Background: an optimization exercise with open tools, aiming at small area and a short achievable clock period. Do not read the settings as production practice. The RTL was checked by simulation tests, not by an equivalence proof against the original design. The clock input has no modelled driver; a real chip could not lean on it and would need a root buffer or a full tree. Power is estimated from default activity; no workload was simulated.

## the reference run
// trace_monitor_top
module trace_monitor_top (
    input  wire logic                          clk,
    input  wire logic                          rst_n,
    input  wire logic [32-1:0]        pc,
    input  wire logic [32-1:0] instr,
    input  wire logic                          en,
    input  wire logic [3:0]                    ctrl_addr,
    input  wire logic [32-1:0]        ctrl_wdata,
    input  wire logic                          ctrl_write_enable,
    output logic                               tvalid,
    input  wire logic                          tready,
    output logic [(32 + 32 + 32)-1:0]       tdata,
    output logic                               tlast,
    output logic                               halt_cpu
);
Size: ~2800 cells after synthesis, about 1400 flip-flops, about 200 I/O pins, roughly 0.049 mm2 of cells after synthesis.
clock: 3.5 ns
lec_check: 0
abc_clock_period_in_ps: 1800
cap_margin: 20
core_margin: 2
core_utilization: 55
setup_slack_margin: 1.65
slew_margin: 20
standard.sh (not shown) runs the stock make flow with config.mk's settings and CLKGATE_MAP_FILE= SYNTH_SCRIPT=/design/flow/synth_recipe.tcl, a recipe that flattens the netlist after the stock synthesis.
==> flow/flow/run.sh <==
#!/bin/bash
# Standard ORFS layout (the standard.sh, standard synthesis unchanged),
# with two changes:
#  - the port buffers are plain buf cells instead of the delay-cell buffer
#    that buffer_ports picks by default;
#  - the clock tree is built by flow/mcts_hook.tcl (run as the CTS step's
#    PRE_CTS_TCL hook): four root buffers on the clock port, each driving
#    leaf buffers of at most 24 flip-flops; the rest of the CTS step (timing
#    repair, legalisation) runs as usual.
# ORFS writes each tool's log under orfs/logs/; make's output goes to
# flow_make.log here.
set -euo pipefail
here=$(pwd)
export BUFFER_PORTS_ARGS="-buffer_cell sky130_fd_sc_hd__buf_2"
export MCTS_TCL="$here/flow/mcts.tcl"
export PRE_CTS_TCL="$here/flow/mcts_hook.tcl"
bash standard.sh finish > flow_make.log 2>&1
Other scripts of this flow, unchanged in this note and not shown: flow/flow/mcts.tcl, flow/flow/mcts_hook.tcl
The final layout from the reference run, which completed every stage, passed the timing, design-rule and antenna checks at the end of the flow.
Relative to the reference run, the following input files were edited for the trial run:
# the reference run
export LEC_CHECK = 0
export ABC_CLOCK_PERIOD_IN_PS = 1800
export CAP_MARGIN = 20
export CORE_MARGIN = 2
export CORE_UTILIZATION = 55
export SETUP_SLACK_MARGIN = 1.65
export SLEW_MARGIN = 20
create_clock -name core_clock -period 3.5 [get_ports {clk}]
# the trial run
export LEC_CHECK = 0
export ABC_CLOCK_PERIOD_IN_PS = 1800
export CAP_MARGIN = 20
export CORE_MARGIN = 2
export CORE_UTILIZATION = 60
export SETUP_SLACK_MARGIN = 1.6
export SLEW_MARGIN = 20
create_clock -name core_clock -period 3.5 [get_ports {clk}]
==> comparison <==
The trial run: full flow OK, the timing, design-rule and antenna checks passed. Higher clock skew among the trial run and the reference run: the trial run. The reference run -> the trial run: area of the core region decreased by a little under 10%. Vias: the trial run above the reference run. Final non-filler cell area: the trial run vs the reference run down 180 um2. For register-to-register slack, the trial run and the reference run come out practically identical.
In every run of this note, the design's own scripts or RTL, not TritonCTS, make the clock network.

========
Another version of the RTL of trace_monitor_top (not shown whole).
Size in the first run: roughly 3100 cells after synthesis, roughly 1300 flip-flops, roughly 200 I/O pins, about 48000 sq um of cells after synthesis.
Design trace_monitor_top, start of the top module:
module trace_monitor_top (
    input  wire logic                          clk,
    input  wire logic                          rst_n,
    input  wire logic [32-1:0]        pc,
    input  wire logic [32-1:0] instr,
    input  wire logic                          en,
    input  wire logic [3:0]                    ctrl_addr,
    input  wire logic [32-1:0]        ctrl_wdata,
    input  wire logic                          ctrl_write_enable,
    output logic                               tvalid,
    input  wire logic                          tready,
    output logic [(32 + 32 + 32)-1:0]       tdata,
    output logic                               tlast,
    output logic                               halt_cpu
);
    localparam int DEPTH = 8;
    localparam int RW    = (32 + 32 + 32) + 1;
    logic w_lo_en, w_hi_en, w_lo, w_hi, w_ts_en, w_te_en, w_ts, w_te;
    logic w_clr, w_hen, w_frc;
    always_comb begin
        w_lo_en = 1'b0; w_hi_en = 1'b0; w_lo = 1'b0; w_hi = 1'b0;
        w_ts_en = 1'b0; w_te_en = 1'b0; w_ts = 1'b0; w_te = 1'b0;
        w_clr = 1'b0; w_hen = 1'b0; w_frc = 1'b0;
        if (ctrl_write_enable) begin
            case (ctrl_addr)
                4'd0:  w_lo_en = 1'b1;
                4'd1:  w_hi_en = 1'b1;
                4'd2:  w_lo    = 1'b1;
                4'd3:  w_hi    = 1'b1;
                4'd4:  w_ts_en = 1'b1;
                4'd5:  w_te_en = 1'b1;
                4'd6:  w_ts    = 1'b1;
                4'd7:  w_te    = 1'b1;
                4'd8:  w_clr   = 1'b1;
                4'd9:  w_hen   = 1'b1;
                4'd10: w_frc   = 1'b1;
                default: ;
            endcase
        end
    end
    logic        lo_en, hi_en, ts_en, te_en, halt_en, forced, clr;
    logic        lo_wr, hi_wr, ts_wr, te_wr;
    logic [31:0] lo, hi, ts, te;
    logic        lo_en_n, hi_en_n, ts_en_n, te_en_n, halt_en_n, forced_n;
    logic        lo_wr_n, hi_wr_n;
    assign lo_en_n   = w_lo_en ? ctrl_wdata[0] : lo_en;
    assign hi_en_n   = w_hi_en ? ctrl_wdata[0] : hi_en;
  ...
export LEC_CHECK = 0
export ABC_CLOCK_PERIOD_IN_PS = 1800
export CAP_MARGIN = 20
export CORE_MARGIN = 2
export CORE_UTILIZATION = 55
export CTS_CLUSTER_DIAMETER = 60
export CTS_CLUSTER_SIZE = 30
export SETUP_SLACK_MARGIN = 1.6
export SLEW_MARGIN = 20
create_clock -name core_clock -period 3.5 [get_ports {clk}]
==> flow/flow/run.sh <==
#!/bin/bash
# Standard ORFS layout (the standard.sh, standard synthesis unchanged),
# with the port buffers made from plain buf cells instead of the delay-cell
# buffer that buffer_ports picks by default. Each tool's output goes to the
# ORFS logs under orfs/logs/, and make's own output to flow_make.log here.
set -euo pipefail
export BUFFER_PORTS_ARGS="-buffer_cell sky130_fd_sc_hd__buf_2"
bash standard.sh finish > flow_make.log 2>&1
The first run went through all stages and came out clean.
==> next run, changes <==
Settings changed: CORE_UTILIZATION 55 to 60, SETUP_SLACK_MARGIN 1.6 to 1.5.
Result:
- routed wire length shrinks by 6.3%
- clock-buffer cell count shrinks by 10
- core utilization grows by 3.5 points
- sequential power barely changes

========
Starting RTL as in the previous note.
Settings: LEC_CHECK=0, ABC_CLOCK_PERIOD_IN_PS=1800, CAP_MARGIN=20, CORE_MARGIN=2, CORE_UTILIZATION=60, CTS_CLUSTER_DIAMETER=60, CTS_CLUSTER_SIZE=30, SETUP_SLACK_MARGIN=1.65, SLEW_MARGIN=20; clock period 3.5 ns.
Scripts as last shown in full above: flow/flow/run.sh
==> next run, changes <==
ABC_AREA = 1   (was unset)
ABC_CLOCK_PERIOD_IN_PS = unset   (was 1800)
SETUP_SLACK_MARGIN = 1.5   (was 1.65)
Effect: Combinational power grows by 52%; power grows by 14%; worst hold slack barely changes; sequential cell count is unchanged.

-- what the ideal ports hide --
Ports are ideal in the flow. The routed layouts listed here were re-timed in OpenROAD. Step 1 (the two cells are an assumption about what drives the block):
set clk [get_ports {clk}]
set_driving_cell -lib_cell sky130_fd_sc_hd__clkbuf_16 $clk
set_driving_cell -lib_cell sky130_fd_sc_hd__buf_2 [delete_from_list [all_inputs] $clk]
Step 2 adds t to the input delays and takes it off the output delays; t is the mean of the earliest and latest rising clock arrival at the registers after step 1. Input paths then give back, and output paths get back, about the clock's delay inside the block. Slacks: no drivers / after step 1 / after step 2; pairs: no drivers / after step 1.
run	t, ns	slack for setup (ns)	latest minus earliest clock arrival (ns)
the reference run	0.616	1.594 / 1.455 / 1.212	0.061 / 0.062
the trial run	0.626	1.556 / 1.468 / 1.057	0.100 / 0.100
the first run of note 2	0.736	1.550 / 1.510 / 0.927	0.030 / 0.030
the second run of note 2	0.703	1.478 / 1.478 / 0.963	0.040 / 0.041
the first run of note 3	0.714	1.518 / 1.508 / 1.012	0.035 / 0.035
the second run of note 3	0.733	1.539 / 1.467 / 1.029	0.048 / 0.048
After both steps every run listed still meets setup and hold. For the first run of note 2, which loses most, drivers alone change the setup slack by -0.040 ns; drivers and shift together by -0.623 ns.
